What follows belongs to an exercise in optimizing a design on an open flow for small area, a short achievable clock period and few clock cycles; a production flow would make more cautious choices. At most, simulation tests tie the RTL to the original design; equivalence was not proved. Function not checked in run 7: the RTL went through the layout flow alone. No activity file was given, so power comes from the tool's default toggle rates.

### design/flow/flow/run.sh
#!/bin/bash
# The standard layout, with plain buffers (buf_2) on the ports instead of the default
# port buffer cell, and timing repair asked to leave 7.8 ns of setup slack
# ORFS's own logs stay under orfs/logs; make's output goes to standard_make.log
set -euo pipefail
export BUFFER_PORTS_ARGS="-buffer_cell sky130_fd_sc_hd__buf_2"
export SETUP_SLACK_MARGIN=7.8
bash standard.sh > standard_make.log 2>&1
### design/flow/standard.sh
#!/bin/bash
# synth_recipe.tcl (not shown) runs the flow's synth.tcl, then flattens the netlist and writes it again
# the make line also repeats each setting of config.mk as NAME=value (left out here)
make -C /OpenROAD-flow-scripts/flow DESIGN_CONFIG=/design/flow/config.mk WORK_HOME=/design/flow/orfs CLKGATE_MAP_FILE= SYNTH_SCRIPT=/design/flow/synth_recipe.tcl "${@:-finish}"
### design/flow/config.mk
export PLATFORM = sky130hd
export DESIGN_NAME = word_pair_proximity_scanner
export DESIGN_NICKNAME = word_pair_proximity_scanner
export VERILOG_FILES = /design/flow/design.v
export SDC_FILE = /design/flow/constraint.sdc
export NUM_CORES = 4
export LEC_CHECK = 0
export CAP_MARGIN = 20
export CORE_MARGIN = 2
export CORE_UTILIZATION = 40
export CTS_CLUSTER_DIAMETER = 120
export CTS_CLUSTER_SIZE = 24
export SLEW_MARGIN = 20
### design/flow/constraint.sdc
create_clock -name core_clock -period 11.0 [get_ports {i_clk}]
set_input_delay 2.2000 -clock core_clock [delete_from_list [all_inputs] [get_ports {i_clk}]]
set_output_delay 2.2000 -clock core_clock [all_outputs]
set_load 0.01 [all_outputs]
### design/flow/design.v
package wpp_pkg;
    localparam int MAX_WORD_LEN_DEF  = 8;
    localparam int MAX_DOC_CHARS_DEF = 65536;
    localparam int CH_W      = 8;
    localparam int CFG_W     = 64;
    localparam int CFG_IDX_W = 2;
    localparam int LEN_CFG_W = 4;
    localparam int DIST_W    = 18;
    localparam int QUEUE_DEPTH = 2;
    typedef enum logic [CFG_IDX_W-1:0] {
        CFG_FIRST_WORD,
        CFG_FIRST_LEN,
        CFG_SECOND_WORD,
        CFG_SECOND_LEN
    } t_cfg_idx;
    localparam logic [CH_W-1:0] CH_SPACE   = 8'h20;
    localparam logic [CH_W-1:0] CH_PERIOD  = 8'h2E;
    localparam logic [CH_W-1:0] CH_COMMA   = 8'h2C;
    localparam logic [CH_W-1:0] CH_LOWER_A = 8'h61;
    localparam logic [CH_W-1:0] CH_LOWER_Z = 8'h7A;
    localparam logic [CH_W-1:0] CASE_STEP  = 8'h20;
    typedef struct packed {
        logic close_a;        
        logic hit_a_first;
        logic hit_a_second;
        logic last;           
        logic hit_b_first;
        logic hit_b_second;
    } t_close_ctl;
    function automatic logic [CH_W-1:0] fold_case(input logic [CH_W-1:0] c);
        fold_case = (c >= CH_LOWER_A && c <= CH_LOWER_Z) ? c - CASE_STEP : c;
    endfunction
    function automatic logic is_delim(input logic [CH_W-1:0] c);
        is_delim = (c == CH_SPACE) || (c == CH_PERIOD) || (c == CH_COMMA);
    endfunction
endpackage
module wpp_front (
    input  logic [wpp_pkg::CH_W-1:0] i_ch,
    input  logic [wpp_pkg::CH_W-1:0] i_tgt,
    output logic                     o_eq
);
    logic t_letter;
    assign t_letter = (i_tgt[7:5] == 3'b010 || i_tgt[7:5] == 3'b011) &&
                      (i_tgt[4:0] != 5'd0) && (i_tgt[4:0] <= 5'd26);
    assign o_eq = (i_ch[7:6] == i_tgt[7:6]) && (i_ch[4:0] == i_tgt[4:0]) &&
                  ((i_ch[5] == i_tgt[5]) || t_letter);
endmodule
module wpp_back (
    input  logic        i_m1,        
    input  logic        i_m2,        
    input  logic [3:0]  i_len,       
    input  logic [3:0]  i_l1,        
    input  logic [3:0]  i_l2,        
    input  logic [17:0] i_mid,       
    input  logic        i_any,       
    input  logic        i_last_t,    
    input  logic [17:0] i_last_mid,  
    input  logic        i_found,     
    input  logic [17:0] i_best,      
    output logic        o_hit,       
    output logic        o_hit_t,     
    output logic        o_found,
    output logic [17:0] o_best
);
    logic        hit1, hit2, cand_v, take;
    logic [17:0] cand;
    assign hit1    = i_m1 && (i_len == i_l1);
    assign hit2    = !hit1 && i_m2 && (i_len == i_l2);
    assign o_hit   = hit1 || hit2;
    assign o_hit_t = hit2;
    assign cand_v  = o_hit && i_any && (i_last_t != hit2);
    logic [19:0] csa_a, csa_b, csa_c, csa_s, csa_k, csa_w;
    assign csa_a = {2'b00, i_last_mid};
    assign csa_b = {2'b00, i_best};
    assign csa_c = ~{2'b00, i_mid};
    assign csa_s = csa_a ^ csa_b ^ csa_c;
    assign csa_k = (csa_a & csa_b) | (csa_a & csa_c) | (csa_b & csa_c);
    assign csa_w = csa_s + {csa_k[18:0], 1'b1};
    assign cand  = i_mid - i_last_mid;
    assign take    = cand_v && (!i_found || !csa_w[19]);
    assign o_best  = take ? cand : i_best;
    assign o_found = i_found || cand_v;
endmodule
module word_pair_proximity_scanner (
    input  logic                          i_clk,
    input  logic                          i_rst_n,
    input  logic                          i_valid,
    output logic                          o_stall,
    input  logic [wpp_pkg::CH_W-1:0]      i_ch,
    input  logic                          i_is_final,
    output logic                          o_valid,
    input  logic                          i_stall,
    output logic                          o_found,
    output logic [wpp_pkg::DIST_W-1:0]    o_distance_x2,
    input  logic                          i_cfg_wr_en,
    input  logic [wpp_pkg::CFG_IDX_W-1:0] i_cfg_index,
    input  logic [wpp_pkg::CFG_W-1:0]     i_cfg_data
);
    localparam int PW = 17;   
    localparam int MW = 18;   
    logic [63:0] r_w1, r_w2;
    logic        r_z1, r_z2;
    logic [3:0]  r_l1, r_l2;
    logic          r_pv;      
    logic [7:0]    r_pch;
    logic          r_pfinal;
    logic          r_peq1;    
    logic          r_peq2;    
    logic          r_pe1;     
    logic          r_pe2;     
    logic [PW-1:0] r_pos;     
    logic [MW-1:0] r_mid;     
    logic [3:0]    r_len;     
    logic          r_m1, r_m2;
    logic          r_fin;     
    logic          r_new;     
    logic          r_any;     
    logic          r_last_t;  
    logic [MW-1:0] r_last_mid;
    logic          r_found;   
    logic [MW-1:0] r_best;    
    logic          r_out_valid;
    logic [3:0] cfg_en;
    always_comb begin
        for (int k = 0; k < 4; k++)
            cfg_en[k] = i_cfg_wr_en && i_cfg_index == 2'(k);
    end
    always_ff @(posedge i_clk) begin
        if (cfg_en[0]) r_w1 <= i_cfg_data;
        if (cfg_en[2]) r_w2 <= i_cfg_data;
    end
    always_ff @(posedge i_clk) begin
        if (!i_rst_n) begin
            r_z1 <= 1'b1;
            r_z2 <= 1'b1;
            r_l1 <= 4'd1;
            r_l2 <= 4'd1;
        end else begin
            if (cfg_en[0]) r_z1 <= 1'b0;
            if (cfg_en[1]) r_l1 <= i_cfg_data[3:0];
            if (cfg_en[2]) r_z2 <= 1'b0;
            if (cfg_en[3]) r_l2 <= i_cfg_data[3:0];
        end
    end
    logic accept, hold, stall, proc, close_out, start;
    logic r_stall;
    assign hold      = r_out_valid && (r_fin || r_any);
    assign proc      = r_pv && !hold;
    assign stall     = r_pv && hold;
    assign o_stall   = r_stall;
    assign accept    = i_valid && !stall;
    assign close_out = r_fin && !r_out_valid;
    assign start     = r_fin || r_new;
    logic [3:0]    len_e;
    logic          m1_e, m2_e;
    logic          delim, eq1, eq2, eqw1, eqw2, eqi1, eqi2, short;
    logic [7:0]    tb1, tb2, ti1, ti2;
    logic [PW-1:0] pos_n;
    logic [MW-1:0] mid_nd;
    logic [3:0]    len_nd;
    assign len_e  = start ? 4'd0 : r_len;
    assign m1_e   = start || r_m1;
    assign m2_e   = start || r_m2;
    assign delim  = wpp_pkg::is_delim(r_pch);
    assign tb1    = r_z1 ? 8'h00 : r_w1[{len_e[2:0], 3'b000} +: 8];
    assign tb2    = r_z2 ? 8'h00 : r_w2[{len_e[2:0], 3'b000} +: 8];
    wpp_front u_eq1 (.i_ch(r_pch), .i_tgt(tb1), .o_eq(eqw1));
    wpp_front u_eq2 (.i_ch(r_pch), .i_tgt(tb2), .o_eq(eqw2));
    assign eq1 = start ? r_peq1 : eqw1;
    assign eq2 = start ? r_peq2 : eqw2;
    assign ti1 = r_z1 ? 8'h00 : r_w1[7:0];
    assign ti2 = r_z2 ? 8'h00 : r_w2[7:0];
    wpp_front u_eqi1 (.i_ch(i_ch), .i_tgt(ti1), .o_eq(eqi1));
    wpp_front u_eqi2 (.i_ch(i_ch), .i_tgt(ti2), .o_eq(eqi2));
    assign short  = (len_e < 4'd8);
    assign len_nd = (len_e < 4'd9) ? len_e + 4'd1 : len_e;
    assign pos_n  = start ? PW'(1) : (r_pos[PW-1] ? r_pos : r_pos + PW'(1));
    assign mid_nd = start ? MW'(1) :
                    (r_len < 4'd9 && !r_mid[MW-1]) ? r_mid + MW'(1) : r_mid;
    logic          hit, hit_t, found_c;
    logic [MW-1:0] best_c;
    logic          hit_e1, hit_e2;
    wpp_back u_close (
        .i_m1(r_m1), .i_m2(r_m2), .i_len(r_len), .i_l1(r_l1), .i_l2(r_l2), .i_mid(r_mid),
        .i_any(r_any), .i_last_t(r_last_t), .i_last_mid(r_last_mid),
        .i_found(r_found), .i_best(r_best),
        .o_hit(hit), .o_hit_t(hit_t), .o_found(found_c), .o_best(best_c)
    );
    assign hit_e1 = r_pe1;
    assign hit_e2 = r_pe2;
    logic pv_n, fin_n, any_n, ov_n;
    assign pv_n  = accept || (r_pv && !proc);
    assign fin_n = proc ? r_pfinal : (r_fin && !close_out);
    assign any_n = (proc && start) ? (delim && (hit_e1 || hit_e2)) :
                   (proc && delim && hit) ? 1'b1 : r_any;
    assign ov_n  = close_out || (r_out_valid && i_stall);
    always_ff @(posedge i_clk) begin
        if (!i_rst_n) begin
            r_pv    <= 1'b0;
            r_stall <= 1'b0;
        end else begin
            r_pv    <= pv_n;
            r_stall <= pv_n && ov_n && (fin_n || any_n);
        end
    end
    always_ff @(posedge i_clk) begin
        if (!stall) begin
            r_pch    <= i_ch;
            r_pfinal <= i_is_final;
            r_peq1   <= eqi1;
            r_peq2   <= eqi2;
            r_pe1    <= (r_l1 == 4'd0);
            r_pe2    <= (r_l1 != 4'd0) && (r_l2 == 4'd0);
        end
    end
    always_ff @(posedge i_clk) begin
        if (proc) begin
            r_pos <= pos_n;
            if (delim) begin
                r_mid <= {pos_n, 1'b0};
                r_len <= '0;
                r_m1  <= 1'b1;
                r_m2  <= 1'b1;
            end else begin
                r_mid <= mid_nd;
                r_len <= len_nd;
                r_m1  <= m1_e && short && eq1;
                r_m2  <= m2_e && short && eq2;
            end
        end
    end
    always_ff @(posedge i_clk) begin
        if (!i_rst_n) begin
            r_fin <= 1'b0;
            r_new <= 1'b1;
        end else begin
            r_fin <= fin_n;
            if (proc)
                r_new <= 1'b0;
            else if (close_out)
                r_new <= 1'b1;
        end
    end
    always_ff @(posedge i_clk) begin
        if (proc && delim && start) begin
            r_last_t   <= hit_e2;
            r_last_mid <= '0;
        end else if (proc && delim && hit) begin
            r_last_t   <= hit_t;
            r_last_mid <= r_mid;
        end
    end
    always_ff @(posedge i_clk) begin
        if (!i_rst_n) begin
            r_any <= 1'b0;
        end else begin
            r_any <= any_n;
        end
    end
    always_ff @(posedge i_clk) begin
        if (!i_rst_n) begin
            r_found <= 1'b0;
            r_best  <= '0;
        end else if (close_out || (proc && delim && !start && !r_out_valid)) begin
            r_found <= found_c;
            r_best  <= best_c;
        end else if (r_out_valid && !i_stall) begin
            r_found <= 1'b0;
            r_best  <= '0;
        end
    end
    always_ff @(posedge i_clk) begin
        if (!i_rst_n) begin
            r_out_valid <= 1'b0;
        end else begin
            r_out_valid <= ov_n;
        end
    end
    assign o_valid       = r_out_valid;
    assign o_found       = r_found;
    assign o_distance_x2 = r_best;
endmodule
==> results of run 1 <==
==> state kept, by name, indices dropped and copies added, names as in the netlist, 4 cells and up <==
register and cells:
r_w1 64, r_mid 18, r_l2 4, r_last_mid 18, r_pos 17, r_best 18
r_len 4, r_l1 4, r_w2 64, r_pch 8
==> worst max path at each step <==
stage,start,endpoint,slack (ns),cells after the start
after detailed placement,i_cfg_index[0],r_w2[56],7.26,3
after global routing,r_mid[4],r_best[16],7.78,11
after global placement,i_cfg_index[0],r_w2[48],7.28,3
final,r_best[12],o_distance_x2[12],7.83,1
after floorplan,i_cfg_wr_en,r_w1[0],6.70,1
after CTS,r_best[3],o_distance_x2[3],7.80,1
==> metrics by stage <==
step	cells	utilization
after floorplan	1169	-
after global placement	1628	0.433
after detailed placement	1628	0.433
after global routing	1666	0.452
final	1666	0.452
after CTS	1660	0.449
==> power by group <==
part / switching (mW) / internal (mW)
clock network: 0.279 / 0.220
registers: 0.0286 / 0.997
logic: 0.109 / 0.0725
total: 0.416 / 1.29
==> cells in the final DEF, fill, tap and decap left out, drive strengths merged, types with 10 or more instances in the layout <==
cell type  count
o21ai         45
edfxtp       183
nand3         31
dfxtp         53
nor3          22
buf          131
fa            19
inv           81
and3          12
a31oi         13
o22ai         11
xnor2         38
mux2i         24
nand2         95
mux2          10
o211ai        15
clkbuf        17
xor2          19
nor2b         10
ha            55
o2bb2ai       12
nor2         109
a21oi         94
==> layout make-up <==
class,instances,share of cell area
repair buffers,131,0.0549
well taps,402,0.0355
inverters,81,0.0214
flip-flops and latches,236,0.465
clock inverters,1,0.000353
clock buffers,17,0.0240
multi-input cells,798,0.399
==> layer usage <==
| layer | global-route usage | wire length, microns | up-vias |
|---|---|---|---|
| met2 | 0.312 | 14800 | 252 |
| met1 | 0.250 | 13700 | 4390 |
| met4 | 0.0310 | 503 | 0 |
| met3 | 0.0204 | 1390 | 37 |
| li1 | - | - | 4448 |
| met5 | 0 | 0 | - |
==> cell families after synthesis <==
group,after synthesis,share of synthesized area
XOR/XNOR,57,0.0393
buffers and inverters,136,0.0438
multiplexers,40,0.0384
flip-flops,236,0.516
adder cells (fa/ha/maj),74,0.0840
AND/OR/NAND/NOR,347,0.134
AO/OA/AOI/OAI,279,0.145
==> timing repair <==
item                       in CTS  in global routing
cloned                          0                  1
pin swaps                       3                  1
buffers inserted               14                  5
setup endpoints to repair      89                 77
resized for setup              31                 13
==> results.ini, run 1 <==
[cts]
numCtsBuffers = 13
htree_num_levels = 1
cts.reportedPaths.clkPinSlew_ns = 0.10
cts_tree = built
cts_buffer_depth = 3
cts_hold_buf = 0
clock-root-buffer = clkbuf_16
cts.sinks = 236
clk_latency_ns = 0.48

[sta]
maxSlewHeadroom = 0.429
final_hold_viol_count = 0
fin_hold_ws_ns = 0.470
fin_ws_ns = 7.83
rsz0062_at_grt = true
fin_worst_skew_ns = 0.0170
post-route-min-period_ns = 3.17
finalSetupViolCount = 0
setup_tns_ns = 0
fmax_mhz = 315
max_slew.worst_pin.slew_ns = 0.856
layout_worst_path_cycle_share = 0.288
slew_violations = 0

[finish]
fill_cells = 2964
area_delta_synth_final_pct = 11.6
num-nets-final = 1415
multiInputGateArea_sq_mm = 0.00566
design_area_sq_mm = 0.0142
regArea_sq_mm = 0.00659
drive_gt1_frac = 0.169
n_antenna_cell = 0

[min_path]
hold_depth = 2
min_from = r_found
hold_path_end = r_found
min_path_type = reg2reg

[global_route]
grt_pass1_vias = 8606
grt_max_degree = 66
grt_usage = 0.181
antenna_found_initial = 0
grt_pass1_wl_mm = 48.1
grt_overflow = 0

[route]
post-route-drc-count = 0
wirelength_mm = 30.4
drt-initial-drc-count = 760
via_per_inst = 5.48
route.antenna.remaining_nets = 0
drt-wirelength-per-cell_microns = 18.3
drt-pass1-iter-count = 6
num_vias = 9127

[status]
outcome = timing/DRC/antenna clean

[yosys]
yosys_warnings = 1
ys.flop_type = edfxtp_1
yosysSeqAreaShare = 0.516
syn_area_per_cell_sq_um = 10.9
synth_nets = 1323
synth_area_leader_cell = edfxtp_1
synth_cell_types = 77
postSynth.asyncResetShare = 0
synth_most_common_cell = edfxtp_1
synthesis.area_sq_mm = 0.0127
syn_inst = 1169
synth_area_leaders = edfxtp_1 43%, dfxtp_1 8.3%, ha_1 5.4%, a21oi_1 3.7%, nor2_1 3.2%
yosysTopAreaCellShare = 0.432
synth_edf_count = 183
synth-seq-cells = 236
yosys-top-cells-count = 183 x edfxtp_1, 107 x nor2_1, 95 x nand2_1

[worst_setup_path]
r2r_cells = 11
cp-end-kind = output pin
critPathKind = reg2out
rrSetupSlack_ns = 7.96
worstPathArrival_ns = 0.97
cp.buffers_inverters = 1
required_ns = 8.80
r2r-end = r_best[16]
start_kind = flip-flop
slowest_stage = dfxtp_4
slowest_delay_ns = 0.36
cp_cell_sequence = buf_2
crit_family = flip-flops
worstPathMaxFanout = 2
r2r-start = r_mid[4]

[power]
power.total_mw = 1.71
leakage_nw = 5.41
power-per-cell-area_mw_per_mm2 = 120
max-vdd-ir-drop_mv = 0.120

[run]
drv_cap = 0

[floorplanning]
rows = 65
dieArea_sq_mm = 0.0332
coreArea_sq_mm = 0.0314
io_pins = 101
start_util = 0.405
die_h_microns = 182
dieWidth_microns = 182

[place]
routabilityCongestion = 0.884
postPlaceCellArea_sq_mm = 0.0136
dpl_worst_slack_ns = 7.26
hpwl_mm = 21.6
io_buffers = 100

Testbench counts, summed over its fixed seeds: cycles 79,669.
==> run 2, diff against run 1 <==
--- a/design/flow/config.mk
+++ b/design/flow/config.mk
@@ -7,7 +7,7 @@
 export LEC_CHECK = 0
 export CAP_MARGIN = 20
 export CORE_MARGIN = 2
-export CORE_UTILIZATION = 40
+export CORE_UTILIZATION = 50
 export CTS_CLUSTER_DIAMETER = 120
 export CTS_CLUSTER_SIZE = 24
 export SLEW_MARGIN = 20
==> run 2 against run 1 <==
  * Still clean
  * Die area fell by 20%
  * Sequential power barely moved
  * Setup slack barely moved
  * Clock power rose by 4.2%
  * Final area rose by 0.51%
  * Flip-flop and latch count did not move
  * Synthesized cell count did not move
  * Global-route usage rose by 5.6 points
  * Non-clock buffer count rose by 11
  * Register-to-register slack got worse by 0.05 ns
  * Largest power group unchanged
==> results.ini, run 2 <==
[yosys]
yosys-top-cells-count = 183 x edfxtp_1, 107 x nor2_1, 95 x nand2_1
synth_nets = 1323
postSynth.asyncResetShare = 0
syn_inst = 1169
synthesis.area_sq_mm = 0.0127
yosysSeqAreaShare = 0.516
ys.flop_type = edfxtp_1
yosys_warnings = 1
yosysTopAreaCellShare = 0.432
synth_most_common_cell = edfxtp_1
synth_area_leaders = edfxtp_1 43%, dfxtp_1 8.3%, ha_1 5.4%, a21oi_1 3.7%, nor2_1 3.2%
synth_edf_count = 183
synth_area_leader_cell = edfxtp_1
syn_area_per_cell_sq_um = 10.9
synth-seq-cells = 236
synth_cell_types = 77

[floorplanning]
die_h_microns = 163
rows = 58
dieArea_sq_mm = 0.0267
start_util = 0.506
dieWidth_microns = 163
io_pins = 101
coreArea_sq_mm = 0.0251

[route]
wirelength_mm = 31.5
drt-pass1-iter-count = 5
route.antenna.remaining_nets = 0
drt-wirelength-per-cell_microns = 19.6
post-route-drc-count = 0
via_per_inst = 5.70
num_vias = 9175
drt-initial-drc-count = 623

[global_route]
antenna_found_initial = 0
grt_max_degree = 66
grt_overflow = 0
grt_pass1_wl_mm = 49.2
grt_pass1_vias = 9015
grt_usage = 0.238

[finish]
final_cell_mix = 183 x edfxtp_1, 107 x nor2_1, 95 x nand2_1
fin_cells = 1610
final_common_cell = edfxtp_1
num-nets-final = 1426
area_delta_synth_final_pct = 12.1
fill_cells = 2252
drive_gt1_frac = 0.177
reg_top3 = r_w1 x64, r_w2 x64
design_area_sq_mm = 0.0143

[sta]
maxSlewHeadroom = 0.367
fmax_mhz = 316
layout_worst_path_cycle_share = 0.288
finalSetupViolCount = 0
slew_violations = 0
setup_tns_ns = 0
rsz0062_at_grt = true
final_hold_viol_count = 0
post-route-min-period_ns = 3.17
max_slew.worst_pin.slew_ns = 0.948
fin_worst_skew_ns = 0.0272
fin_ws_ns = 7.83

[worst_setup_path]
crit_family = flip-flops
rrSetupSlack_ns = 7.91
worstPathArrival_ns = 0.97
cp.buffers_inverters = 1
slowest_stage = dfxtp_2
required_ns = 8.80
start_kind = flip-flop
cp-end-kind = output pin
slowest_delay_ns = 0.37
worstPathMaxFanout = 1
critPathKind = reg2out
cp_cell_sequence = buf_6

[power]
pwr-share-comb = 0.105
p_clk_frac = 0.300
p_int_mw = 1.30
leakage_nw = 5.48
power-per-cell-area_mw_per_mm2 = 121
max-vdd-ir-drop_mv = 0.136
power.switching_uw = 425
pwr-share-seq = 0.595
p_sw_frac = 0.246

[place]
routabilityCongestion = 0.920
placed_cells = 1558
postPlaceCellArea_sq_mm = 0.0135
io_buffers = 100
dpl_worst_slack_ns = 7.23
hpwl_mm = 22.4

[cts]
numCtsBuffers = 13
cts_tree = built
cts_hold_buf = 0
clock-root-buffer = clkbuf_16
cts.sinks = 236
cts_buffer_depth = 3
htree_num_levels = 1
cts.reportedPaths.clkPinSlew_ns = 0.11
clk_latency_ns = 0.50

[status]
outcome = timing/DRC/antenna clean

[min_path]
min_path_type = reg2reg

[run]
drv_cap = 0

-- run 2: cell counts after synthesis --
Identical to the previous run, type by type.
-- run 2: cell type report --
class	count	area, sq um	share of cell area
Inverter	81	307	0.0215
Sequential cell	236	6590	0.462
Timing Repair Buffer	142	933	0.0655
Clock buffer	20	362	0.0254
Antenna cell	1	2.50	0.000175
Multi-Input combinational cell	798	5640	0.395
Clock inverter	2	12.5	0.000877
Tap cell	330	413	0.0290
-- run 2: kinds of logic after synthesis --
group,synth area share
compound gates,0.145
xor+xnor,0.0393
fa+ha+maj,0.0840
buf+inv,0.0438
flops,0.516
mux,0.0384
simple gates,0.134
-- run 2: power groups by stage --
stage | Combinational (mW) | Clock, mW | Sequential [mW]
2_1_floorplan | 0.125 | 0 | 1.03
3_3_place_gp | 0.176 | 0 | 1.05
3_5_place_dp | 0.178 | 0 | 1.05
4_1_cts | 0.180 | 0.533 | 1.03
5_1_grt | 0.202 | 0.562 | 1.03
6_report | 0.181 | 0.519 | 1.03
-- run 2: worst paths after layout --
check                                from        end  depth (start not counted)
worst min register to register  r_best[3]  r_best[3]                          2
worst min-delay path            r_best[3]  r_best[3]                          2
worst max-delay path              r_stall    o_stall                          1
worst max register to register   r_mid[1]  r_best[1]                         12
-- run 2: per-stage QoR --
| stage | power (mW) | hold WS (ns) | util |
|---|---|---|---|
| after floorplan | 1.16 | 0.473 | - |
| after global placement | 1.22 | 0.490 | 0.537 |
| after global routing | 1.80 | 0.529 | 0.568 |
| after CTS | 1.74 | 0.505 | 0.561 |
| after detailed placement | 1.23 | 0.494 | 0.538 |
| final | 1.73 | 0.510 | 0.568 |
-- run 2: layer usage --
layer | vias up | global-route usage | wire (microns)
met5 | - | 0 | 0
met4 | 0 | 0.0686 | 903
met3 | 53 | 0.0236 | 1110
met2 | 199 | 0.441 | 16400
met1 | 4451 | 0.292 | 13100
li1 | 4472 | - | -
-- run 2: timing repair --
action	in CTS	in global routing
buffers inserted	19	8
setup endpoints to repair	91	71
pin swaps	1	1
cloned	1	1
gates resized for setup	27	24
==> run 3, diff against run 2 <==
--- a/design/flow/design.v
+++ b/design/flow/design.v
@@ -114,6 +114,7 @@
     logic          r_m1, r_m2;
     logic          r_fin;     
     logic          r_new;     
+    logic          r_one;     
     logic          r_any;     
     logic          r_last_t;  
     logic [MW-1:0] r_last_mid;
@@ -182,7 +183,7 @@
     logic          hit_e1, hit_e2;
     wpp_back u_close (
         .i_m1(r_m1), .i_m2(r_m2), .i_len(r_len), .i_l1(r_l1), .i_l2(r_l2), .i_mid(r_mid),
-        .i_any(r_any), .i_last_t(r_last_t), .i_last_mid(r_last_mid),
+        .i_any(r_any && !(r_fin && r_one)), .i_last_t(r_last_t), .i_last_mid(r_last_mid),
         .i_found(r_found), .i_best(r_best),
         .o_hit(hit), .o_hit_t(hit_t), .o_found(found_c), .o_best(best_c)
     );
@@ -216,6 +217,7 @@
     always_ff @(posedge i_clk) begin
         if (proc) begin
             r_pos <= pos_n;
+            r_one <= start;
             if (delim) begin
                 r_mid <= {pos_n, 1'b0};
                 r_len <= '0;
--- a/design/flow/config.mk
+++ b/design/flow/config.mk
@@ -7,7 +7,7 @@
 export LEC_CHECK = 0
 export CAP_MARGIN = 20
 export CORE_MARGIN = 2
-export CORE_UTILIZATION = 50
+export CORE_UTILIZATION = 40
 export CTS_CLUSTER_DIAMETER = 120
 export CTS_CLUSTER_SIZE = 24
 export SLEW_MARGIN = 20
==> run 3 against run 2 <==
  * Flip-flop and latch count grew 1
  * Combinational power rose by 3%
  * Final area about the same
  * Clock-buffer cell count shrank 3
  * Fmax decreased by 1.4%
  * Routed wire length decreased by 3.8%
  * Critical path depth up 6
  * Critical path type is now in2reg
  * Area after synthesis decreased by 0.30%
  * First-iteration DRC count rose by 3.4%
  * Critical endpoint is now r_peq2
  * Die area increased by 24%
  * Global-route usage is 5.6 points lower
==> results.ini, run 3 <==
[yosys]
synth_cell_types = 83
ys.flop_type = edfxtp_1
synth-seq-cells = 237
synth_area_leader_cell = edfxtp_1
postSynth.asyncResetShare = 0
syn_area_per_cell_sq_um = 11.1
synth_edf_count = 184
syn_inst = 1147
yosysSeqAreaShare = 0.519
yosysTopAreaCellShare = 0.436
synth_nets = 1301
yosys_warnings = 1
synth_area_leaders = edfxtp_1 44%, dfxtp_1 8.4%, ha_1 5.4%, a21oi_1 3.8%, nor2_1 3.3%
synth_most_common_cell = edfxtp_1
synthesis.area_sq_mm = 0.0127
yosys-top-cells-count = 184 x edfxtp_1, 112 x nor2_1, 97 x a21oi_1

[sta]
setup_tns_ns = 0
finalSetupViolCount = 0
rsz0062_at_grt = true
final_hold_viol_count = 0
slew_violations = 0
fmax_mhz = 311
max_slew.worst_pin.slew_ns = 0.798
layout_worst_path_cycle_share = 0.292
post-route-min-period_ns = 3.21
fin_worst_skew_ns = 0.0122
maxSlewHeadroom = 0.468

[cts]
cts.reportedPaths.clkPinSlew_ns = 0.10
cts_buffer_depth = 3
cts.sinks = 237
clock-root-buffer = clkbuf_16
numCtsBuffers = 13
htree_num_levels = 1
cts_tree = built
clk_latency_ns = 0.49

[finish]
final_cell_mix = 184 x edfxtp_1, 111 x nor2_1, 97 x a21oi_1
num-nets-final = 1408
regArea_sq_mm = 0.00662
drive_gt1_frac = 0.174
multiInputGateArea_sq_mm = 0.00562
n_antenna_cell = 0
fill_cells = 2944
fin_cells = 1659
reg_top3 = r_w1 x64, r_w2 x64
final_common_cell = edfxtp_1
area_delta_synth_final_pct = 12.4

[global_route]
grt_pass1_wl_mm = 47.7
antenna_found_initial = 0
grt_max_degree = 66
grt_pass1_vias = 8612
grt_overflow = 0
gr-usage-met1 = 0.249
top_usage_layer = met2
grt_util_met2 = 0.308
grt_usage = 0.182
grtUsageMet3 = 0.0207

[floorplanning]
dieWidth_microns = 182
rows = 65
io_pins = 101
die_h_microns = 182
coreArea_sq_mm = 0.0314
start_util = 0.404
dieArea_sq_mm = 0.0331

[place]
io_buffers = 100
hpwl_mm = 21.7
routabilityCongestion = 0.876
placed_cells = 1608

[power]
leakage_nw = 5.45
max-vdd-ir-drop_mv = 0.105
power-per-cell-area_mw_per_mm2 = 120

[worst_setup_path]
cp-end-kind = flip-flop
slowest_stage = a2111oi_0
worstPathMaxFanout = 7
cp_cell_sequence = buf_8 > nor4bb_2 > a31oi_1 > o32a_1 > a221oi_2 > a21oi_1 > a2111oi_0
crit_family = compound AO/OA/AOI/OAI gates
worstPathArrival_ns = 3.47
critPathKind = in2reg
cp.buffers_inverters = 1
start_kind = input port
required_ns = 11.26
slowest_delay_ns = 0.41

[route]
via_per_inst = 5.41
drt-pass1-iter-count = 5
post-route-drc-count = 0
drt-initial-drc-count = 644
route.antenna.remaining_nets = 0
wirelength_mm = 30.3
drt-wirelength-per-cell_microns = 18.3
num_vias = 8974

[status]
outcome = timing/DRC/antenna clean

[run]
drv_cap = 0

[min_path]
min_path_type = reg2reg

-- run 3: cell types whose count changed in the layout (fill, tap and decap cells not counted), moves of 5 or more --
cell	previous run	this run
a22o_1	1	9
and3_1	10	4
buf_6	12	7
mux2i_1	24	33
nand2_1	95	75
nand4_1	7	12
o211ai_1	15	4
o21a_1	6	13
o21ai_0	43	28
-- run 3: power by group --
part	leakage (nW)	internal (mW)	total [mW]	switching [mW]
combinational	3.12	0.0774	0.187	0.110
sequential	2.17	1.00	1.03	0.0299
clock	0.166	0.219	0.494	0.275
-- run 3: worst reg2reg max path: stages, from the launching register on --
cell	delay (ns)
edfxtp_1	0.48
inv_1	0.20
fa_1	0.45
ha_1	0.30
a21oi_1	0.16
nor2b_1	0.06
o21ai_0	0.13
o21ai_0	0.13
o21bai_1	0.41
a31o_4	0.31
and3_4	0.25
a22o_1	0.15
-- run 3: path summary, 6_finish.rpt --
path,cells after the start,slack [ns],startpoint,end
hold / removal,2,0.48,r_best[11],r_best[11]
setup reg to reg,11,7.92,r_mid[12],r_best[17]
hold reg to reg,2,0.48,r_best[11],r_best[11]
setup / recovery,7,7.79,i_ch[2],r_peq2
-- run 3: per-stage QoR --
step	setup WS [ns]	total power [mW]	hold slack, ns	util	instance area, sq um
floorplan	6.70	1.17	0.473	-	12700
global placement	7.27	1.23	0.462	0.430	13500
detailed placement	7.24	1.23	0.474	0.431	13500
CTS	7.80	1.73	0.482	0.447	14000
global route	7.76	1.78	0.495	0.454	14200
finish	7.79	1.71	0.478	0.454	14200
-- run 3: kinds of logic after synthesis --
| family | share of synthesized area |
|---|---|
| mux | 0.0403 |
| compound gates | 0.145 |
| xor+xnor | 0.0401 |
| simple gates | 0.126 |
| fa+ha+maj | 0.0843 |
| buf+inv | 0.0445 |
| flops | 0.519 |
-- run 3: what timing repair did --
action | in CTS | in global routing
hold endpoints to repair | 0 | 0
gates cloned | 0 | 2
hold buffers | 0 | 0
endpoints found under the setup margin | 93 | 87
pin swaps | 1 | 3
resized for setup | 25 | 21
setup buffers | 18 | 13
-- run 3: cell type report --
class                   instances  share of cell area
flip-flops and latches        237               0.464
multi-input cells             779               0.395
repair buffers                141              0.0600
well taps                     402              0.0353
clock buffers                  17              0.0239
inverters                      82              0.0216
clock inverters                 1            0.000263
-- run 3: metal layers --
| metal | part of all wire | routed length, microns | vias up |
|---|---|---|---|
| met4 | 0.022 | 678 | 0 |
| met3 | 0.040 | 1230 | 44 |
| met1 | 0.46 | 14000 | 4319 |
| met5 | 0 | 0 | - |
| li1 | - | - | 4391 |
| met2 | 0.48 | 14500 | 220 |
Testbench counts of run 3, summed over its fixed seeds: cycles 79,669.
==> run 4, diff against run 3 <==
==> design/flow/flow/run.sh (replaced) <==
#!/bin/bash
# The standard layout, with plain buffers (buf_2) on the ports instead of the default
# port buffer cell, and timing repair asked to leave 7.5 ns of setup slack
# ORFS's own logs stay under orfs/logs; make's output goes to standard_make.log
set -euo pipefail
export BUFFER_PORTS_ARGS="-buffer_cell sky130_fd_sc_hd__buf_2"
export SETUP_SLACK_MARGIN=7.5
bash standard.sh > standard_make.log 2>&1
==> run 4 against run 3 <==
  * Critical path depth shrank 6
  * Sequential share of layout area grew 0.86 points
  * Critical path type is now reg2out
  * Power grew 0.30%
  * Largest cell class unchanged
==> results.ini, run 4 <==
[power]
leakage_nw = 5.28
pwr-share-comb = 0.106
power-per-cell-area_mw_per_mm2 = 123
power.switching_uw = 418
pwr-share-seq = 0.601
p_sw_frac = 0.243
p_clk_frac = 0.293
max-vdd-ir-drop_mv = 0.118
p_int_mw = 1.30
power.total_mw = 1.72

[floorplanning]
coreArea_sq_mm = 0.0314
start_util = 0.404
io_pins = 101
rows = 65
die_h_microns = 182
dieArea_sq_mm = 0.0331
dieWidth_microns = 182

[worst_setup_path]
worstPathArrival_ns = 1.15
worstPathMaxFanout = 7
crit_family = flip-flops
slowest_delay_ns = 0.48
r2r-start = r_mid[1]
critPathKind = reg2out
r2r-end = r_best[10]
r2r_cells = 11
slowest_stage = dfxtp_1
cp_cell_sequence = buf_2
required_ns = 8.80
cp-end-kind = output pin
start_kind = flip-flop
rrSetupSlack_ns = 7.76
cp.buffers_inverters = 1

[global_route]
grt_max_degree = 66
grt_overflow = 0
grt_pass1_vias = 8734
antenna_found_initial = 0
grt_pass1_wl_mm = 47.7
grt_usage = 0.181

[cts]
htree_num_levels = 1
cts_buffer_depth = 3
cts_hold_buf = 0
clock-root-buffer = clkbuf_16
numCtsBuffers = 13
cts.sinks = 237
cts.reportedPaths.clkPinSlew_ns = 0.11
cts_tree = built
clk_latency_ns = 0.48

[yosys]
yosys-top-cells-count = 184 x edfxtp_1, 112 x nor2_1, 97 x a21oi_1
yosysTopAreaCellShare = 0.436
yosysSeqAreaShare = 0.519
synthesis.area_sq_mm = 0.0127
ys.flop_type = edfxtp_1
postSynth.asyncResetShare = 0
synth_area_leader_cell = edfxtp_1
synth_area_leaders = edfxtp_1 44%, dfxtp_1 8.4%, ha_1 5.4%, a21oi_1 3.8%, nor2_1 3.3%
synth_most_common_cell = edfxtp_1
yosys_warnings = 1
syn_area_per_cell_sq_um = 11.1
synth_nets = 1301
synth_edf_count = 184
synth_cell_types = 83
syn_inst = 1147
synth-seq-cells = 237

[sta]
fin_hold_ws_ns = 0.482
final_hold_viol_count = 0
fin_worst_skew_ns = 0.0262
max_slew.worst_pin.slew_ns = 0.880
finalSetupViolCount = 0
maxSlewHeadroom = 0.414
post-route-min-period_ns = 3.35
fmax_mhz = 299
setup_tns_ns = 0
rsz0062_at_grt = false
slew_violations = 0
layout_worst_path_cycle_share = 0.305

[route]
route.antenna.remaining_nets = 0
drt-pass1-iter-count = 6
wirelength_mm = 30.1
via_per_inst = 5.39
post-route-drc-count = 0
drt-initial-drc-count = 647
drt-wirelength-per-cell_microns = 18.4
num_vias = 8795

[min_path]
min_path_type = reg2reg
hold_depth = 2
hold_path_end = r_best[11]
min_from = r_best[11]

[status]
outcome = timing/DRC/antenna clean

[finish]
drive_gt1_frac = 0.133
n_antenna_cell = 0
area_delta_synth_final_pct = 9.86
final_common_cell = edfxtp_1
reg_top3 = r_w1 x64, r_w2 x64
fill_cells = 2949
num-nets-final = 1379
final_cell_mix = 184 x edfxtp_1, 112 x nor2_1, 100 x buf_2

[place]
io_buffers = 100
hpwl_mm = 21.7
routabilityCongestion = 0.877

[run]
drv_cap = 0

## run 4: cell counts after synthesis
No cell type changed its count.
## run 4: per-stage QoR
step / area (sq um) / setup WS (ns) / util / instances
finish: 13900 / 7.65 / 0.444 / 1633
global route: 13900 / 7.58 / 0.444 / 1633
CTS: 13900 / 7.53 / 0.443 / 1632
detailed placement: 13500 / 7.26 / 0.430 / 1606
global placement: 13500 / 7.28 / 0.430 / 1606
floorplan: 12700 / 6.70 / - / 1147
## run 4: area by class of cell
type / count / area, sq um / share of cell area
clock buffers: 20 / 352 / 0.0252
clock inverters: 1 / 5.00 / 0.000359
inverters: 82 / 308 / 0.0221
multi-input cells: 777 / 5550 / 0.399
flip-flops and latches: 237 / 6590 / 0.473
well taps: 402 / 503 / 0.0361
repair buffers: 114 / 622 / 0.0446
## run 4: power by group through the flow
stage	sequential (mW)	combinational, mW	clock (mW)
floorplan	1.04	0.129	0
global placement	1.05	0.177	0
detailed placement	1.05	0.180	0
CTS	1.03	0.183	0.520
global route	1.04	0.203	0.552
finish	1.03	0.182	0.504
## run 4: worst max path at each step
| stage | to | start | cells after the start |
|---|---|---|---|
| floorplan | r_w1[0] | i_cfg_wr_en | 1 |
| global placement | r_peq2 | i_ch[2] | 7 |
| detailed placement | r_w2[50] | i_cfg_index[0] | 3 |
| CTS | r_best[15] | r_pch[2] | 8 |
| global route | r_best[16] | r_mid[3] | 11 |
| finish | o_valid | r_out_valid | 1 |
## run 4: cells by family after synthesis
kind of cell | share of synthesized area
compound gates | 0.145
xor+xnor | 0.0401
fa+ha+maj | 0.0843
buf+inv | 0.0445
flops | 0.519
mux | 0.0403
simple gates | 0.126
## run 4: routing by layer
metal / global-route usage / vias up / part of all wire
met5: 0 / - / 0
met4: 0.0332 / 0 / 0.013
met3: 0.0178 / 26 / 0.038
met2: 0.308 / 196 / 0.47
met1: 0.253 / 4249 / 0.47
li1: - / 4324 / -
## run 4: what timing repair did
action                     4_1_cts  5_1_grt
setup endpoints to repair        2       11
setup buffers                    5        1
gates resized for setup          1        3
pin swaps                        1        0
==> run 5, diff against run 4 <==
--- a/design/flow/design.v
+++ b/design/flow/design.v
@@ -114,7 +114,6 @@
     logic          r_m1, r_m2;
     logic          r_fin;     
     logic          r_new;     
-    logic          r_one;     
     logic          r_any;     
     logic          r_last_t;  
     logic [MW-1:0] r_last_mid;
@@ -183,7 +182,7 @@
     logic          hit_e1, hit_e2;
     wpp_back u_close (
         .i_m1(r_m1), .i_m2(r_m2), .i_len(r_len), .i_l1(r_l1), .i_l2(r_l2), .i_mid(r_mid),
-        .i_any(r_any && !(r_fin && r_one)), .i_last_t(r_last_t), .i_last_mid(r_last_mid),
+        .i_any(r_any), .i_last_t(r_last_t), .i_last_mid(r_last_mid),
         .i_found(r_found), .i_best(r_best),
         .o_hit(hit), .o_hit_t(hit_t), .o_found(found_c), .o_best(best_c)
     );
@@ -217,7 +216,6 @@
     always_ff @(posedge i_clk) begin
         if (proc) begin
             r_pos <= pos_n;
-            r_one <= start;
             if (delim) begin
                 r_mid <= {pos_n, 1'b0};
                 r_len <= '0;
==> design/flow/flow/run.sh (replaced) <==
#!/bin/bash
# The standard layout, with plain buffers (buf_1) on the ports instead of the default
# port buffer cell, and timing repair asked to leave 7.8 ns of setup slack
# ORFS's own logs stay under orfs/logs; make's output goes to standard_make.log
set -euo pipefail
export BUFFER_PORTS_ARGS="-buffer_cell sky130_fd_sc_hd__buf_1"
export SETUP_SLACK_MARGIN=7.8
bash standard.sh > standard_make.log 2>&1
==> run 5 against run 4 <==
  * Setup slack gained 0.088 ns
  * Highest routed layer unchanged
  * Routed wire length grew 2.5%
  * Die area grew 0.29%
  * Still clean
==> results.ini, run 5 <==
[finish]
utilization = 0.451
final_cell_mix = 183 x edfxtp_1, 107 x nor2_1, 95 x nand2_1
final_common_cell = edfxtp_1
num-nets-final = 1419
fin_cells = 1673
design_area_sq_mm = 0.0142
area_delta_synth_final_pct = 11.4
drive_gt1_frac = 0.110
reg_top3 = r_w1 x64, r_w2 x64
n_antenna_cell = 0

[floorplanning]
start_util = 0.405
coreArea_sq_mm = 0.0314
die_h_microns = 182
io_pins = 101
dieArea_sq_mm = 0.0332
dieWidth_microns = 182
rows = 65

[worst_setup_path]
cp-end-kind = flip-flop
required_ns = 11.11
cp.buffers_inverters = 1
cp_cell_sequence = buf_1 > and3b_2
critPathKind = in2reg
worstPathArrival_ns = 3.37
slowest_delay_ns = 0.82
crit_family = simple AND/OR/NAND/NOR gates
start_kind = input port
worstPathMaxFanout = 32
slowest_stage = and3b_2

[sta]
slew_violations = 0
fin_worst_skew_ns = 0.0156
layout_worst_path_cycle_share = 0.297
finalSetupViolCount = 0
fmax_mhz = 307
max_slew.worst_pin.slew_ns = 0.852
setup_tns_ns = 0
rsz0062_at_grt = true
post-route-min-period_ns = 3.26
maxSlewHeadroom = 0.431
final_hold_viol_count = 0

[power]
p_sw_frac = 0.243
p_int_mw = 1.31
leakage_nw = 5.23
pwr-share-seq = 0.591
power.total_mw = 1.73
power.switching_uw = 421
p_clk_frac = 0.306
power-per-cell-area_mw_per_mm2 = 122
max-vdd-ir-drop_mv = 0.105
pwr-share-comb = 0.103

[cts]
clock-root-buffer = clkbuf_16
htree_num_levels = 1
cts.sinks = 236
cts_tree = built
cts.reportedPaths.clkPinSlew_ns = 0.10
numCtsBuffers = 13
cts_buffer_depth = 3
clk_latency_ns = 0.49

[route]
post-route-drc-count = 0
drt-initial-drc-count = 573
wirelength_mm = 30.8
num_vias = 9069
route.antenna.remaining_nets = 0
via_per_inst = 5.42
drt-wirelength-per-cell_microns = 18.4
drt-pass1-iter-count = 7

[status]
outcome = timing/DRC/antenna clean

[yosys]
synth_most_common_cell = edfxtp_1
yosys-top-cells-count = 183 x edfxtp_1, 107 x nor2_1, 95 x nand2_1
yosysSeqAreaShare = 0.516
postSynth.asyncResetShare = 0
synthesis.area_sq_mm = 0.0127
synth_area_leader_cell = edfxtp_1
synth_nets = 1323
synth_area_leaders = edfxtp_1 43%, dfxtp_1 8.3%, ha_1 5.4%, a21oi_1 3.7%, nor2_1 3.2%
yosysTopAreaCellShare = 0.432
syn_inst = 1169
synth_edf_count = 183
synth-seq-cells = 236
yosys_warnings = 1
syn_area_per_cell_sq_um = 10.9
synth_cell_types = 77
ys.flop_type = edfxtp_1

[global_route]
grt_usage = 0.180
grt_overflow = 0
grt_max_degree = 66
grt_pass1_wl_mm = 47.7
antenna_found_initial = 0
grt_pass1_vias = 8600

[min_path]
min_path_type = reg2reg

[place]
io_buffers = 100
hpwl_mm = 21.5
postPlaceCellArea_sq_mm = 0.0135
placed_cells = 1628
routabilityCongestion = 0.889

[run]
drv_cap = 0

## run 5: cell count changes in the layout (fill, tap and decap cells not counted), moves of 8 or more
cell      change
a22o_1        -8
o21ai_0      +13
nand2_1      +20
dfxtp_2      +18
buf_2        -84
dfxtp_1      -22
buf_1        +79
buf_4        +19
o211ai_1     +11
mux2i_1       -9
## run 5: stage by stage
step	setup WS, ns	hold WS, ns
5_1_grt	7.70	0.507
4_1_cts	7.71	0.483
3_3_place_gp	7.21	0.473
2_1_floorplan	6.70	0.473
6_report	7.74	0.476
3_5_place_dp	7.18	0.487
## run 5: final timing paths
check            startpoint        end  slack (ns)  depth (start not counted)
max          i_cfg_index[1]    r_w2[2]        7.74                          2
min                 r_found    r_found        0.48                          2
max reg2reg        r_mid[8]  r_best[0]        7.88                         12
min reg2reg         r_found    r_found        0.48                          2
## run 5: logic make-up (layout without fill, tap and decap cells)
logic type                 count (synthesis)  count (layout)  share of synthesized area
and+or+nand+nor                          347             349                      0.134
muxes                                     40              40                     0.0384
adders and majority gates                 74              74                     0.0840
DFF                                      236             236                      0.516
buffers and inverters                    136             236                     0.0438
xor gates and xnor gates                  57              57                     0.0393
AOI/OAI and AO/OA                        279             279                      0.145
## run 5: power groups by stage
stage               clock [mW]  combinational [mW]  sequential (mW)
detailed placement           0               0.172             1.05
global route             0.577               0.198             1.03
finish                   0.530               0.179             1.03
floorplan                    0               0.125             1.03
global placement             0               0.170             1.05
CTS                      0.550               0.177             1.03
## run 5: final cells by class
cell class | count | area, sq um
fillers | 2968 | 17200
clock buffers | 19 | 348
repair buffers | 134 | 702
clock inverters | 2 | 38.8
multi-input cells | 799 | 5680
well taps | 402 | 503
flip-flops and latches | 236 | 6590
inverters | 81 | 304
## run 5: what timing repair did
action | in CTS | in global routing
hold buffers | 0 | 0
setup buffers | 15 | 7
gates resized for setup | 46 | 20
pin swaps | 2 | 2
setup endpoints to repair | 103 | 159
gates cloned | 1 | 1
## run 5: layer usage
layer / part of all wire / GRT usage
met2: 0.48 / 0.309
met1: 0.44 / 0.242
met3: 0.046 / 0.0226
met4: 0.027 / 0.0510
met5: 0 / 0
Testbench counts of run 5, summed over its fixed seeds: cycles 79,669.
==> run 6, diff against run 5 <==
==> design/flow/flow/run.sh (replaced) <==
#!/bin/bash
# The standard layout, with plain buffers (buf_1) on the ports instead of the default
# port buffer cell, and timing repair asked to leave 8.0 ns of setup slack
# ORFS's own logs stay under orfs/logs; make's output goes to standard_make.log
set -euo pipefail
export BUFFER_PORTS_ARGS="-buffer_cell sky130_fd_sc_hd__buf_1"
export SETUP_SLACK_MARGIN=8.0
bash standard.sh > standard_make.log 2>&1
==> run 6 against run 5 <==
  * Clock skew rose by 0.010 ns
  * Setup slack improved by 0.086 ns
  * Sequential share of layout area fell by 2.1 points
  * Combinational power rose by 9%
  * Fmax rose by 2.7%
  * Flip-flop and latch count did not move
  * Critical path type is now reg2out
  * Largest cell class unchanged
==> results.ini, run 6 <==
[yosys]
yosys_warnings = 1
syn_area_per_cell_sq_um = 10.9
ys.flop_type = edfxtp_1
synth_area_leader_cell = edfxtp_1
synth_edf_count = 183
synth_most_common_cell = edfxtp_1
syn_inst = 1169
yosysTopAreaCellShare = 0.432
synth_area_leaders = edfxtp_1 43%, dfxtp_1 8.3%, ha_1 5.4%, a21oi_1 3.7%, nor2_1 3.2%
postSynth.asyncResetShare = 0
synth_cell_types = 77
synth-seq-cells = 236
yosys-top-cells-count = 183 x edfxtp_1, 107 x nor2_1, 95 x nand2_1
yosysSeqAreaShare = 0.516
synthesis.area_sq_mm = 0.0127
synth_nets = 1323

[sta]
fin_worst_skew_ns = 0.0257
final_hold_viol_count = 0
rsz0062_at_grt = true
slew_violations = 0
fmax_mhz = 315
setup_tns_ns = 0
layout_worst_path_cycle_share = 0.289
maxSlewHeadroom = 0.328
post-route-min-period_ns = 3.18
max_slew.worst_pin.slew_ns = 1.00
finalSetupViolCount = 0

[finish]
final_common_cell = edfxtp_1
fin_cells = 1712
utilization = 0.472
final_cell_mix = 183 x edfxtp_1, 104 x nor2_1, 95 x nand2_1
num-nets-final = 1457
drive_gt1_frac = 0.163
area_delta_synth_final_pct = 16.5
n_antenna_cell = 0
reg_top3 = r_w1 x64, r_w2 x64
fill_cells = 2916
design_area_sq_mm = 0.0148

[worst_setup_path]
rrSetupSlack_ns = 8.07
slowest_delay_ns = 0.38
start_kind = flip-flop
required_ns = 8.80
worstPathMaxFanout = 3
r2r_cells = 17
worstPathArrival_ns = 0.98
cp-end-kind = output pin
r2r-end = r_best[0]
slowest_stage = dfxtp_4
cp_cell_sequence = buf_6
r2r-start = r_best[11]
cp.buffers_inverters = 1
crit_family = flip-flops
critPathKind = reg2out

[cts]
clock-root-buffer = clkbuf_16
htree_num_levels = 1
cts_tree = built
cts.reportedPaths.clkPinSlew_ns = 0.10
cts_hold_buf = 0
numCtsBuffers = 13
cts_buffer_depth = 3
clk_latency_ns = 0.49
cts.sinks = 236

[route]
drt-initial-drc-count = 549
num_vias = 9421
post-route-drc-count = 0
via_per_inst = 5.50
wirelength_mm = 33.0
drt-pass1-iter-count = 7
route.antenna.remaining_nets = 0
drt-wirelength-per-cell_microns = 19.3

[global_route]
grt_usage = 0.193
grt_max_degree = 39
grt_pass1_vias = 9032
grt_pass1_wl_mm = 50.6
grt_overflow = 0
antenna_found_initial = 0

[min_path]
hold_depth = 2
min_from = r_pfinal
min_path_type = reg2reg
hold_path_end = r_fin

[floorplanning]
io_pins = 101
dieArea_sq_mm = 0.0332
die_h_microns = 182
dieWidth_microns = 182
coreArea_sq_mm = 0.0314
rows = 65
start_util = 0.405

[place]
placed_cells = 1626
postPlaceCellArea_sq_mm = 0.0134
hpwl_mm = 21.9
io_buffers = 100
routabilityCongestion = 0.876

[status]
outcome = timing/DRC/antenna clean

[power]
power.total_mw = 1.74
leakage_nw = 5.50
max-vdd-ir-drop_mv = 0.110
power-per-cell-area_mw_per_mm2 = 117

[run]
drv_cap = 0

-- run 6: cell type report --
type                       instances  area, sq um  area share
clock buffer                      20          362      0.0244
multi-input combinational        800         5830       0.394
timing repair buffer             170         1200      0.0809
inverter                          81          310      0.0209
clock inverter                     2         12.5    0.000844
tap                              402          503      0.0339
sequential                       236         6590       0.445
timing repair inverter             1         7.51    0.000507
-- run 6: repair_timing --
item / 4_1_cts / 5_1_grt
endpoints found under the setup margin: 184 / 141
hold endpoints to repair: 0 / 0
buffers inserted: 42 / 15
pin swaps: 2 / 19
gates cloned: 5 / 2
resized for setup: 92 / 53
-- run 6: power breakdown --
| group | switching [mW] | internal, mW |
|---|---|---|
| Combinational | 0.116 | 0.0789 |
| Clock | 0.287 | 0.232 |
| Sequential | 0.0295 | 0.997 |
-- run 6: worst register-to-register path, stage by stage (launching register included) --
cell	delay, ns
dfxtp_2	0.36
buf_4	0.11
buf_6	0.08
buf_6	0.09
inv_2	0.03
fa_2	0.52
inv_2	0.04
ha_4	0.24
nand4_1	0.12
nor2_2	0.18
nand2_1	0.10
o211ai_1	0.12
o22ai_2	0.12
buf_6	0.15
nor2_4	0.10
buf_6	0.12
mux2_4	0.29
nor2_2	0.09
-- run 6: cell families after synthesis --
kind of cell / after synthesis / synth area share
AOI/OAI and AO/OA: 279 / 0.145
buffers and inverters: 136 / 0.0438
adders and majority gates: 74 / 0.0840
muxes: 40 / 0.0384
DFF: 236 / 0.516
xor gates and xnor gates: 57 / 0.0393
and+or+nand+nor: 347 / 0.134
-- run 6: worst max path at each step --
| stage | cells past startpoint | endpoint | startpoint |
|---|---|---|---|
| finish | 1 | o_distance_x2[14] | r_best[14] |
| global route | 1 | o_distance_x2[14] | r_best[14] |
| CTS | 1 | o_distance_x2[14] | r_best[14] |
| detailed placement | 4 | r_stall | i_rst_n |
| global placement | 4 | r_stall | i_rst_n |
| floorplan | 1 | r_w1[0] | i_cfg_wr_en |
-- run 6: metrics by stage --
stage	worst slack (ns)	hold slack, ns
6_report	7.82	0.511
3_3_place_gp	7.07	0.475
2_1_floorplan	6.70	0.473
5_1_grt	7.80	0.559
4_1_cts	7.81	0.519
3_5_place_dp	6.97	0.487
-- run 6: routing by layer --
metal  part of all wire  up-vias  global-route usage
met4              0.024        0              0.0555
li1                   -     4532                   -
met2               0.49      265               0.335
met1               0.44     4584               0.254
met3              0.042       40              0.0269
met5                  0        -                   0
==> run 7, diff against run 6 <==
--- a/design/flow/design.v
+++ b/design/flow/design.v
@@ -96,7 +96,6 @@
     input  logic [wpp_pkg::CFG_IDX_W-1:0] i_cfg_index,
     input  logic [wpp_pkg::CFG_W-1:0]     i_cfg_data
 );
-    localparam int PW = 17;   
     localparam int MW = 18;   
     logic [63:0] r_w1, r_w2;
     logic        r_z1, r_z2;
@@ -108,8 +107,7 @@
     logic          r_peq2;    
     logic          r_pe1;     
     logic          r_pe2;     
-    logic [PW-1:0] r_pos;     
-    logic [MW-1:0] r_mid;     
+    logic [MW-1:0] r_q;
     logic [3:0]    r_len;     
     logic          r_m1, r_m2;
     logic          r_fin;     
@@ -155,8 +153,8 @@
     logic          m1_e, m2_e;
     logic          delim, eq1, eq2, eqw1, eqw2, eqi1, eqi2, short;
     logic [7:0]    tb1, tb2, ti1, ti2;
-    logic [PW-1:0] pos_n;
-    logic [MW-1:0] mid_nd;
+    logic [MW-1:0] q_e, q_n, mid;
+    logic [3:0]    q_inc;
     logic [3:0]    len_nd;
     assign len_e  = start ? 4'd0 : r_len;
     assign m1_e   = start || r_m1;
@@ -174,14 +172,15 @@
     wpp_front u_eqi2 (.i_ch(i_ch), .i_tgt(ti2), .o_eq(eqi2));
     assign short  = (len_e < 4'd8);
     assign len_nd = (len_e < 4'd9) ? len_e + 4'd1 : len_e;
-    assign pos_n  = start ? PW'(1) : (r_pos[PW-1] ? r_pos : r_pos + PW'(1));
-    assign mid_nd = start ? MW'(1) :
-                    (r_len < 4'd9 && !r_mid[MW-1]) ? r_mid + MW'(1) : r_mid;
+    assign q_e    = start ? '0 : r_q;
+    assign q_inc  = delim ? len_e + 4'd2 : (len_e < 4'd9) ? 4'd1 : 4'd2;
+    assign q_n    = q_e[MW-1] ? q_e : q_e + MW'(q_inc);
+    assign mid    = {r_q[MW-1], r_q[MW-2:0] & {(MW-1){!r_q[MW-1]}}};
     logic          hit, hit_t, found_c;
     logic [MW-1:0] best_c;
     logic          hit_e1, hit_e2;
     wpp_back u_close (
-        .i_m1(r_m1), .i_m2(r_m2), .i_len(r_len), .i_l1(r_l1), .i_l2(r_l2), .i_mid(r_mid),
+        .i_m1(r_m1), .i_m2(r_m2), .i_len(r_len), .i_l1(r_l1), .i_l2(r_l2), .i_mid(mid),
         .i_any(r_any), .i_last_t(r_last_t), .i_last_mid(r_last_mid),
         .i_found(r_found), .i_best(r_best),
         .o_hit(hit), .o_hit_t(hit_t), .o_found(found_c), .o_best(best_c)
@@ -215,14 +214,12 @@
     end
     always_ff @(posedge i_clk) begin
         if (proc) begin
-            r_pos <= pos_n;
+            r_q   <= q_n;
             if (delim) begin
-                r_mid <= {pos_n, 1'b0};
                 r_len <= '0;
                 r_m1  <= 1'b1;
                 r_m2  <= 1'b1;
             end else begin
-                r_mid <= mid_nd;
                 r_len <= len_nd;
                 r_m1  <= m1_e && short && eq1;
                 r_m2  <= m2_e && short && eq2;
@@ -247,7 +244,7 @@
             r_last_mid <= '0;
         end else if (proc && delim && hit) begin
             r_last_t   <= hit_t;
-            r_last_mid <= r_mid;
+            r_last_mid <= mid;
         end
     end
     always_ff @(posedge i_clk) begin
==> design/flow/flow/run.sh (replaced) <==
#!/bin/bash
# The standard layout, with plain buffers (buf_2) on the ports instead of the default
# port buffer cell, and timing repair asked to leave 7.8 ns of setup slack
# ORFS's own logs stay under orfs/logs; make's output goes to standard_make.log
set -euo pipefail
export BUFFER_PORTS_ARGS="-buffer_cell sky130_fd_sc_hd__buf_2"
export SETUP_SLACK_MARGIN=7.8
bash standard.sh > standard_make.log 2>&1
==> run 7 against run 6 <==
  * Still clean
  * Flip-flop and latch count fell by 17
  * Clock power fell by 1%
  * Routed wire length rose by 0.18%
  * Clock-buffer cell count fell by 1
  * Fmax fell by 4.1%
  * Die area fell by 6.5%
  * Core utilization rose by 1.1 points
  * Critical endpoint is now r_best[4]
==> results.ini, run 7 <==
[power]
power.total_mw = 1.73
max-vdd-ir-drop_mv = 0.121
power-per-cell-area_mw_per_mm2 = 122
leakage_nw = 5.58

[global_route]
grt_max_degree = 68
grt_pass1_vias = 8836
grt_pass1_wl_mm = 49.9
grt_usage = 0.207
grt_overflow = 0
antenna_found_initial = 0

[cts]
clock-root-buffer = clkbuf_16
htree_num_levels = 1
cts_buffer_depth = 3
cts.reportedPaths.clkPinSlew_ns = 0.11
numCtsBuffers = 13
clk_latency_ns = 0.49
cts_tree = built
cts.sinks = 219
cts_hold_buf = 0

[sta]
layout_worst_path_cycle_share = 0.301
maxSlewHeadroom = 0.239
fin_worst_skew_ns = 0.0276
slew_violations = 0
rsz0062_at_grt = true
final_hold_viol_count = 0
max_slew.worst_pin.slew_ns = 1.14
post-route-min-period_ns = 3.31
setup_tns_ns = 0
fmax_mhz = 302
finalSetupViolCount = 0

[min_path]
min_path_type = reg2reg
min_from = r_best[5]
hold_path_end = r_best[5]
hold_depth = 2

[finish]
drive_gt1_frac = 0.243
area_delta_synth_final_pct = 19.7
final_cell_mix = 166 x edfxtp_1, 96 x buf_2, 86 x nand2_1
design_area_sq_mm = 0.0142
utilization = 0.483
final_common_cell = edfxtp_1
reg_top3 = r_w1 x64, r_w2 x64
n_antenna_cell = 0
num-nets-final = 1364

[route]
route.antenna.remaining_nets = 0
num_vias = 9112
drt-wirelength-per-cell_microns = 20.4
post-route-drc-count = 0
via_per_inst = 5.63
drt-pass1-iter-count = 5
drt-initial-drc-count = 639
wirelength_mm = 33.0

[yosys]
synth_area_leader_cell = edfxtp_1
synth_nets = 1230
synthesis.area_sq_mm = 0.0119
yosys_warnings = 1
synth_area_leaders = edfxtp_1 42%, dfxtp_1 8.9%, ha_1 4.4%, fa_1 3.4%, nand2_1 2.9%
synth_cell_types = 74
yosys-top-cells-count = 166 x edfxtp_1, 92 x nand2_1, 78 x inv_1
synth_edf_count = 166
synth_most_common_cell = edfxtp_1
synth-seq-cells = 219
postSynth.asyncResetShare = 0
yosysTopAreaCellShare = 0.420
syn_area_per_cell_sq_um = 10.9
yosysSeqAreaShare = 0.509
syn_inst = 1088
ys.flop_type = edfxtp_1

[worst_setup_path]
critPathKind = reg2reg
required_ns = 11.37
cp-end-kind = flip-flop
r2r-start = r_q[17]
r2r-end = r_best[4]
slowest_delay_ns = 0.45
worst_path_most_repeated_cell = buf_4
r2r_cells = 12
crit_family = compound AO/OA/AOI/OAI gates
start_kind = flip-flop
cp_cell_sequence = clkinvlp_4 > buf_4 > nand2_1 > fa_1 > ha_1 > a2111oi_4 > a221oi_2 > o31a_1 > buf_4 > o221a_4 > and3_4 > o21a_1
worstPathMaxFanout = 7
slowest_stage = edfxtp_1
cp.buffers_inverters = 3
rrSetupSlack_ns = 7.69
worstPathArrival_ns = 3.68

[place]
io_buffers = 100
hpwl_mm = 22.5
postPlaceCellArea_sq_mm = 0.0128
routabilityCongestion = 0.929

[floorplanning]
io_pins = 101
die_h_microns = 176
dieArea_sq_mm = 0.0311
dieWidth_microns = 176
rows = 63
coreArea_sq_mm = 0.0294
start_util = 0.404

[run]
drv_cap = 0

[status]
outcome = timing/DRC/antenna clean

## run 7: cell families (layout without fill, tap and decap cells)
group,Yosys count,after routing,share of synthesized area
flops,219,219,0.509
fa+ha+maj,62,62,0.0780
simple gates,331,332,0.143
compound gates,263,264,0.155
buf+inv,133,272,0.0446
xor+xnor,41,41,0.0302
mux,39,39,0.0401
## run 7: power breakdown
part	internal (mW)	switching (mW)
sequential	0.927	0.0281
clock	0.229	0.283
combinational	0.109	0.151
## run 7: through the flow
step                setup slack, ns  std cells  hold slack (ns)
global route                   7.56       1619            0.507
detailed placement             6.79       1537            0.476
floorplan                      6.70       1088            0.473
global placement               6.86       1537            0.464
CTS                            7.74       1597            0.482
finish                         7.69       1619            0.491
## run 7: worst max-delay path by stage
stage / startpoint / endpoint / slack (ns) / depth (start not counted)
after floorplan: i_cfg_wr_en / r_w1[0] / 6.70 / 1
after global placement: r_q[17] / r_best[16] / 6.86 / 13
after detailed placement: r_q[17] / r_best[16] / 6.79 / 13
after CTS: r_q[17] / r_best[17] / 7.74 / 12
after global routing: r_q[17] / r_best[9] / 7.56 / 14
final: r_q[17] / r_best[4] / 7.69 / 12
## run 7: timing repair
action | 4_1_cts | 5_1_grt
gates cloned | 3 | 1
setup endpoints to repair | 73 | 98
setup buffers | 35 | 21
pin swaps | 19 | 34
resized for setup | 86 | 50
## run 7: area by class of cell
type	count	area [sq um]
Sequential cell	219	6090
Clock buffer	19	348
Inverter	83	335
Timing Repair Buffer	167	1160
Tap cell	390	488
Clock inverter	3	36.3
Fill cell	2706	15200
Multi-Input combinational cell	738	5740
## run 7: worst reg2reg max path: cells and delay by family (launching register included)
kind / cells / cell delay (ns)
buffers and inverters: 3 / 0.57
adders and majority gates: 2 / 0.68
DFF: 1 / 0.45
and+or+nand+nor: 2 / 0.26
AOI/OAI and AO/OA: 5 / 1.23
## run 7: layer usage
metal	vias up	part of all wire	wire length [microns]	track usage
li1	4333	-	-	-
met1	4417	0.42	14000	0.272
met2	289	0.49	16100	0.355
met3	73	0.049	1620	0.0248
met4	0	0.039	1300	0.0730
met5	-	0	0	0

[separate check: timing with driven ports]
Ports are ideal in the flow. The routed layouts listed here were re-timed in OpenROAD.
Step 1 (the two cells are an assumption about what drives the block):
set clk [get_ports {i_clk}]
set_driving_cell -lib_cell sky130_fd_sc_hd__clkbuf_16 $clk
set_driving_cell -lib_cell sky130_fd_sc_hd__buf_2 [delete_from_list [all_inputs] $clk]
Step 2 adds t to the input delays and takes it off the output delays; t is the mean of the earliest and latest rising clock arrival at the registers after step 1. Input paths then give back, and output paths get back, about the clock's delay inside the block.
Three values: ideal, step 1, step 2; two values: the first two.
run	t, ns	setup slack, ns	worst setup path at the end	worst register clock-pin slew, ns
run 1	0.520	7.830 / 7.783 / 7.429	input to register	0.11 / 0.11
run 2	0.536	7.830 / 7.781 / 7.438	input to register	0.11 / 0.11
run 3	0.520	7.786 / 7.785 / 7.268	input to register	0.10 / 0.10
run 4	0.514	7.650 / 7.604 / 7.268	input to register	0.11 / 0.11
run 5	0.534	7.738 / 7.766 / 7.233	input to register	0.10 / 0.10
run 6	0.535	7.824 / 7.771 / 7.488	input to register	0.11 / 0.11
run 7	0.528	7.688 / 7.688 / 7.295	input to register	0.11 / 0.11
After both steps every run listed still meets setup and hold. For run 3, which loses most, drivers alone change the setup slack by -0.001 ns; drivers and shift together by -0.518 ns.
